From an optimization exercise on the open Yosys and OpenROAD flow, aimed at small area, a short achievable clock period and few clock cycles per item; shortcuts taken in it are not production practice.

==> inputs of run D <==
==> flow/design.v (excerpt) <==
module conv3x3_stream_engine #(
    parameter int BIT_DEPTH = 8,
    parameter int IMG_W     = 28,
    parameter int IMG_H     = 28,
    parameter int ACC_W     = 20,
    parameter int ADDR_W    = 10
) (
    input  logic                 clk,
    input  logic                 rst,
    input  logic                 kernel_wr_en,
    input  logic [3:0]           kernel_wr_addr,
    input  logic [BIT_DEPTH-1:0] kernel_wr_data,
    input  logic                 start,
    input  logic [1:0]           stride,
    input  logic                 relu_en,
    input  logic [4:0]           shift_amt,
    input  logic                 pix_valid,
    input  logic [BIT_DEPTH-1:0] pix_data,
    output logic                 pix_ready,
    output logic                 out_valid,
    output logic [BIT_DEPTH-1:0] out_data,
    output logic [ADDR_W-1:0]    out_addr,
    input  logic                 out_ready,
    output logic                 busy,
    output logic                 done
);
    localparam int QD  = 4;
    localparam int CAP = QD + 1;
    logic       busy_r, done_r, pix_ready_r, all_in;
    logic       stride2_r, relu_r;
    logic [4:0] shift_r;
    logic [4:0] col_in, row_in;
    logic [CAP-1:0] nth;         
    logic [7:0] kr [0:8];
    logic       out_valid_r;
    logic start_go, accept, deliver, emit_in, last_in, inc;
    logic all_in_next, done_next;
    logic [CAP-1:0] nth_next;
    assign start_go = !busy_r && start;
    assign accept   = pix_valid && pix_ready_r;
  ...
export LEC_CHECK = 0
export CAP_MARGIN = 50
export CORE_MARGIN = 2
export CORE_UTILIZATION = 40
export SLEW_MARGIN = 70
export SYNTH_HIERARCHICAL = 1
create_clock -name core_clock -period 13.0 [get_ports {clk}]
standard.sh (not shown) runs the stock make flow with config.mk's settings and CLKGATE_MAP_FILE= SYNTH_SCRIPT=/design/flow/synth_recipe.tcl, a recipe that flattens the netlist after the stock synthesis.
==> flow/flow/run.sh <==
#!/bin/bash
# Own layout flow: the standard synthesis and layout, with two changes to
# how the layout is made:
#  - ports are buffered with sky130_fd_sc_hd__buf_2 instead of the default
#    buffer the flow picks (a slow clock-delay cell);
#  - delay cells (clkdlybuf*, dlygate*, dlymetal*) are not used by the
#    resizer's slew/capacitance repair on signal nets;
#  - the resizer's setup repair aims for 9.3 ns of slack at the design's
#    13 ns clock, so that it upsizes and buffers the longest paths.
# Each run of standard.sh writes its full output to a log file here.
set -euo pipefail
bash standard.sh synth > synth.log 2>&1
export BUFFER_PORTS_ARGS="-buffer_cell sky130_fd_sc_hd__buf_2"
export DONT_USE_CELLS="sky130_fd_sc_hd__clkdlybuf4s15_1 sky130_fd_sc_hd__clkdlybuf4s15_2 sky130_fd_sc_hd__clkdlybuf4s18_1 sky130_fd_sc_hd__clkdlybuf4s18_2 sky130_fd_sc_hd__clkdlybuf4s25_1 sky130_fd_sc_hd__clkdlybuf4s25_2 sky130_fd_sc_hd__clkdlybuf4s50_1 sky130_fd_sc_hd__clkdlybuf4s50_2 sky130_fd_sc_hd__dlygate4sd1_1 sky130_fd_sc_hd__dlygate4sd2_1 sky130_fd_sc_hd__dlygate4sd3_1 sky130_fd_sc_hd__dlymetal6s2s_1 sky130_fd_sc_hd__dlymetal6s4s_1 sky130_fd_sc_hd__dlymetal6s6s_1"
export SETUP_SLACK_MARGIN=9.3
bash standard.sh > layout.log 2>&1
==> run F (differences from run D) <==
--- a/flow/flow/run.sh
+++ b/flow/flow/run.sh
@@ -6,5 +6,3 @@
 #  - delay cells (clkdlybuf*, dlygate*, dlymetal*) are not used by the
-#    resizer's slew/capacitance repair on signal nets;
-#  - the resizer's setup repair aims for 9.3 ns of slack at the design's
-#    13 ns clock, so that it upsizes and buffers the longest paths.
+#    resizer's slew/capacitance repair on signal nets.
 # Each run of standard.sh writes its full output to a log file here.
@@ -14,3 +12,2 @@
 export DONT_USE_CELLS="sky130_fd_sc_hd__clkdlybuf4s15_1 sky130_fd_sc_hd__clkdlybuf4s15_2 sky130_fd_sc_hd__clkdlybuf4s18_1 sky130_fd_sc_hd__clkdlybuf4s18_2 sky130_fd_sc_hd__clkdlybuf4s25_1 sky130_fd_sc_hd__clkdlybuf4s25_2 sky130_fd_sc_hd__clkdlybuf4s50_1 sky130_fd_sc_hd__clkdlybuf4s50_2 sky130_fd_sc_hd__dlygate4sd1_1 sky130_fd_sc_hd__dlygate4sd2_1 sky130_fd_sc_hd__dlygate4sd3_1 sky130_fd_sc_hd__dlymetal6s2s_1 sky130_fd_sc_hd__dlymetal6s4s_1 sky130_fd_sc_hd__dlymetal6s6s_1"
-export SETUP_SLACK_MARGIN=9.3
 bash standard.sh > layout.log 2>&1
==> comparison table <==
quantity	run F	run D
Share of the clock period used by the worst path after layout	31.4%	29.5%
Wire length of the first global-routing pass	152 mm	153 mm
Average vias per placed instance	5.25	5.21
R2R depth	11	8
Antenna violations before repair	2	1
Clock tree cell share of total cell area	5.81%	5.27%
Proportion of cell area occupied by registers	47.0%	44.2%
Post-CTS setup repair buffer count	0	182
Initial DRC Count	1966	2124
Run status	finished clean	finished clean
Maximum net fanout on the critical path	5	7
Signal buffers	244	404
Fraction of area in multi-input gates	39.4%	38.8%
Post-route standard cell area excluding fillers	0.0438 mm²	0.0467 mm²
Setup WS post-layout	8.91 ns	9.16 ns
No run of this note included a check of the RTL's function; only the layout flow was run.

==> port drivers added, routing unchanged <==
The flow's constraints put no driver on any port. The routed layouts listed below were extracted and timed again, unchanged, in two steps.
Step 1: set_driving_cell puts a clkbuf_16 on clk and a buf_2 on each other input, an assumption about the parent block.
Step 2 moves the port delays by t, midway between the first and last clock arrival at a register: inputs arrive t later, outputs are due t later. That takes back most of the time a late clock gives input paths.
a / b / c = ideal / step 1 / step 2; a / b = the first two.
run	t, ns	setup slack, ns	worst register clock-pin slew, ns	worst data-port slew with drivers (ns)	cell pins on the clock port's net
run D	0.699	9.163 / 9.163 / 8.693	0.07 / 0.07	0.05	1
run F	0.698	8.912 / 8.912 / 8.491	0.07 / 0.07	0.04	1
After both steps setup and hold are still met in every run listed. The setup slack of run D, which loses most, moves by 0.000 ns with the drivers and by -0.470 ns with both steps.
